Background: an optimization exercise with open tools, aiming at small area, a short achievable clock period and few clock cycles per item. Do not read the settings as production practice.
RTL that was checked went through simulation tests only; none was proved equivalent to the original.

Design fmul_top, start of the top module:
module fmul_top (
  input  logic        clk,
  input  logic        rst_n,
  input  logic [31:0] op_a,
  input  logic [31:0] op_b,
  input  logic        start,
  input  logic        ready_in,
  output logic        valid_out,
  output logic        ready_out,
  output logic [31:0] result,
  output logic [3:0]  flags
);
  logic [7:0] ea, eb;
  logic       a_zero, b_zero, a_max, b_max, a_fz, b_fz;
  logic       a_nan, b_nan, a_inf, b_inf;
  logic       s0_nan, s0_inf, s0_spec, s0_sign;
  logic [9:0] s0_esum;
  assign ea     = op_a[30:23];
  assign eb     = op_b[30:23];
  assign a_zero = (ea == 8'h00);
  assign b_zero = (eb == 8'h00);
  assign a_max  = (ea == 8'hFF);
  assign b_max  = (eb == 8'hFF);
  assign a_fz   = (op_a[22:0] == 23'd0);
  assign b_fz   = (op_b[22:0] == 23'd0);
  assign a_nan  = a_max & ~a_fz;
  assign b_nan  = b_max & ~b_fz;
  assign a_inf  = a_max & a_fz;
  assign b_inf  = b_max & b_fz;
  assign s0_nan  = a_nan | b_nan | (a_inf & b_zero) | (a_zero & b_inf);
  assign s0_inf  = a_max | b_max;
  assign s0_spec = s0_inf | a_zero | b_zero;
  assign s0_sign = (a_nan | b_nan) ? 1'b0 :
                   ((a_inf & b_zero) | (a_zero & b_inf)) ? 1'b1 :
                   (op_a[31] ^ op_b[31]);
  assign s0_esum = {2'b00, ea} + {2'b00, eb} - 10'd127;
  logic [25:0] s0_by;
  logic [11:0] s0_bo, s0_bt;
  logic [10:0] s0_bn;
  assign s0_by = {1'b0, 1'b1, op_b[22:0], 1'b0};
  always_comb begin
    for (int j = 0; j < 12; j++) begin
      s0_bo[j] = s0_by[2*j+1] ^ s0_by[2*j];
      s0_bt[j] = (s0_by[2*j+2] & ~s0_by[2*j+1] & ~s0_by[2*j]) |
                 (~s0_by[2*j+2] & s0_by[2*j+1] & s0_by[2*j]);
    end
    for (int j = 0; j < 11; j++) s0_bn[j] = s0_by[2*j+2];
  end
  logic adv;
  logic v1, v2, vh;
  assign adv       = ~vh | ready_in;
  ...
clock: 8.0 ns
lec_check: 0
abc_clock_period_in_ps: 3500
cap_margin: 20
core_margin: 2
core_utilization: 40
setup_slack_margin: 4.4
slew_margin: 20
synth_hierarchical: 1
synth_minimum_keep_size: 0
tns_end_percent: 0
standard.sh (not shown) runs the stock make flow with config.mk's settings and CLKGATE_MAP_FILE= SYNTH_SCRIPT=/design/flow/synth_recipe.tcl, a recipe that flattens the netlist after the stock synthesis.
==> flow/flow/run.sh <==
#!/bin/bash
# The standard layout (the standard.sh: ORFS synthesis to finish), with the
# ports buffered by sky130_fd_sc_hd__buf_2 instead of the flow's default pick.
set -euo pipefail
bash standard.sh 'BUFFER_PORTS_ARGS=-buffer_cell sky130_fd_sc_hd__buf_2'  finish > orfs_make.log 2>&1
Testbench counts at the start, summed over its fixed seeds: cycles 8,024, items 8,000.
Rerun with:
==> flow/run.sh (new file) <==
#!/bin/bash
# synth_recipe.tcl (not shown) runs the flow's synth.tcl, then flattens the netlist and writes it again
# the make line also repeats each setting of config.mk as NAME=value (left out here)
make -C /OpenROAD-flow-scripts/flow DESIGN_CONFIG=/design/flow/config.mk WORK_HOME=/design/flow/orfs CLKGATE_MAP_FILE= SYNTH_SCRIPT=/design/flow/synth_recipe.tcl finish
removed: flow/flow/run.sh
removed: flow/standard.sh
=> The new run completed without violations. Final cell count stays flat. Clock-buffer cell count is higher by 8. Register-to-register slack barely changes. Routed wire length decreases by 0.60%. Synthesized area is unchanged. Setup slack is worse by 0.0033 ns. Sequential share of layout area fell by 0.30 points.

* * *

Another version of the RTL of fmul_top (not shown whole).
Size: about 2200 cells after synthesis, ~220 flip-flops, ~110 I/O pins, roughly 0.025 sq mm of cells after synthesis.
clock: 8.0 ns
lec_check: 0
abc_clock_period_in_ps: 3500
cap_margin: 20
core_margin: 2
core_utilization: 40
setup_slack_margin: 0
slew_margin: 20
synth_hierarchical: 1
synth_minimum_keep_size: 0
run.sh (not shown) runs the stock make flow with config.mk's settings and CLKGATE_MAP_FILE= SYNTH_SCRIPT=/design/flow/synth_recipe.tcl, a recipe that flattens the netlist after the stock synthesis.
Stock flow here: none of the scripts above is used.
The baseline produced a clean layout.
Then changed:
Settings changed: SETUP_SLACK_MARGIN 0 to 4.4.
Core utilization goes up by 5.7 points.
Cell area goes up by 13%.
Die area does not change.
Synthesized area is unchanged.
Function was not checked in any run of this note: the RTL went through the layout flow alone.

* * *

fmul_top, a different RTL version from the one above (not shown whole).
Size in the first run: roughly 220 flip-flops, about 110 I/O pins, roughly 25000 µm² of cells after synthesis.
Design fmul_top, start of the top module:
module fmul_top (
  input  logic        clk,
  input  logic        rst_n,
  input  logic [31:0] op_a,
  input  logic [31:0] op_b,
  input  logic        start,
  input  logic        ready_in,
  output logic        valid_out,
  output logic        ready_out,
  output logic [31:0] result,
  output logic [3:0]  flags
);
Settings: LEC_CHECK=0, ABC_CLOCK_PERIOD_IN_PS=3500, CAP_MARGIN=20, CORE_MARGIN=2, CORE_UTILIZATION=40, SETUP_SLACK_MARGIN=4.4, SLEW_MARGIN=20, SYNTH_HIERARCHICAL=1, SYNTH_MINIMUM_KEEP_SIZE=0, TNS_END_PERCENT=0; clock period 8.0 ns.
standard.sh (not shown) runs the stock make flow with config.mk's settings and CLKGATE_MAP_FILE= SYNTH_SCRIPT=/design/flow/synth_recipe.tcl, a recipe that flattens the netlist after the stock synthesis.
==> flow/flow/run.sh <==
#!/bin/bash
# The standard layout (the standard.sh: ORFS synthesis to finish), with the
# ports buffered by sky130_fd_sc_hd__buf_2 instead of the flow's default pick.
set -euo pipefail
bash standard.sh 'BUFFER_PORTS_ARGS=-buffer_cell sky130_fd_sc_hd__buf_2' RECOVER_POWER=100 finish > orfs_make.log 2>&1
The baseline produced a layout that fails on capacitance limit, slew limit.
Testbench counts at the start, summed over its fixed seeds: cycles 8,024, items 8,000.
Edit:
==> flow/run.sh (new file) <==
#!/bin/bash
# synth_recipe.tcl (not shown) runs the flow's synth.tcl, then flattens the netlist and writes it again
# the make line also repeats each setting of config.mk as NAME=value (left out here)
make -C /OpenROAD-flow-scripts/flow DESIGN_CONFIG=/design/flow/config.mk WORK_HOME=/design/flow/orfs CLKGATE_MAP_FILE= SYNTH_SCRIPT=/design/flow/synth_recipe.tcl finish
removed: flow/flow/run.sh
removed: flow/standard.sh
=>
- The changed run ran to the end with no violations
- setup slack is better by 1.5 ns
- design area goes up by 3.2%
- cell count hardly moves
- wire length shrinks by 0.77%
- area after synthesis stays the same
- critical path depth falls by 1
Edit:
TNS_END_PERCENT = 20   (was 0)
What happened: Critical path depth rose by 13. Synthesized cell count does not change. Setup slack got worse by 0.026 ns. Global-route usage rose by 1.8 points. Utilization rose by 4.6 points. Area after synthesis is unchanged. Final cell count rose by 3.9%. Sequential share of layout area fell by 2.0 points. Worst hold slack is about the same.
Edit:
ABC_CLOCK_PERIOD_IN_PS = 2500   (was 3500)
TNS_END_PERCENT = 0   (was 20)
Outcome:
- The changed run completed without violations
- synthesized area stays the same
- die area is unchanged
- global-route usage falls by 1.8 points
- first-iteration DRC count fell by 9.5%
- sequential share of layout area climbs by 2.0 points
- final cell count came out lower by 3.8%
- design area decreases by 8.8%
- clock skew is about the same
- setup slack improved by 0.026 ns

-- separate check: timing with driven ports --
How much do the figures lean on ideal ports? The routed layouts below were timed once more, with nothing changed but the port constraints.
Step 1 assumes that a clkbuf_16 drives the clock port and a buf_2 every other input.
Step 2 times the ports against the registers' clock, not the clock port: input delays grow and output delays shrink by t, the midpoint of the rising clock arrivals with the driver on.
Three values: ideal, step 1, step 2; two values: the first two.
run	t (ns)	slack for setup (ns)	worst hold slack (ns)	slew at the worst register clock pin (ns)	pins driven straight from the clock port
the first run of note 1	0.629	4.008 / 4.008 / 3.821	0.418 / 0.418 / 0.418	0.06 / 0.06	1
the second run of note 1	0.613	4.004 / 3.963 / 3.848	0.412 / 0.412 / 0.412	0.06 / 0.06	1
the first run of note 2	0.642	2.303 / 2.303 / 2.303	0.417 / 0.417 / 0.417	0.06 / 0.06	1
the second run of note 2	0.653	3.715 / 3.715 / 3.715	0.418 / 0.418 / 0.418	0.07 / 0.07	1
the first run of note 3	0.615	2.448 / 2.480 / 1.865	0.418 / 0.418 / 0.418	0.06 / 0.06	1
the second run of note 3	0.623	3.949 / 3.925 / 3.574	0.411 / 0.411 / 0.411	0.07 / 0.07	1
the third run of note 3	0.621	3.923 / 3.923 / 3.798	0.411 / 0.411 / 0.411	0.07 / 0.07	1
the fourth run of note 3	0.623	3.949 / 3.925 / 3.574	0.411 / 0.411 / 0.411	0.07 / 0.07	1
The setup slack of the first run of note 3, which loses most, moves by +0.032 ns with the drivers and by -0.583 ns with both steps.
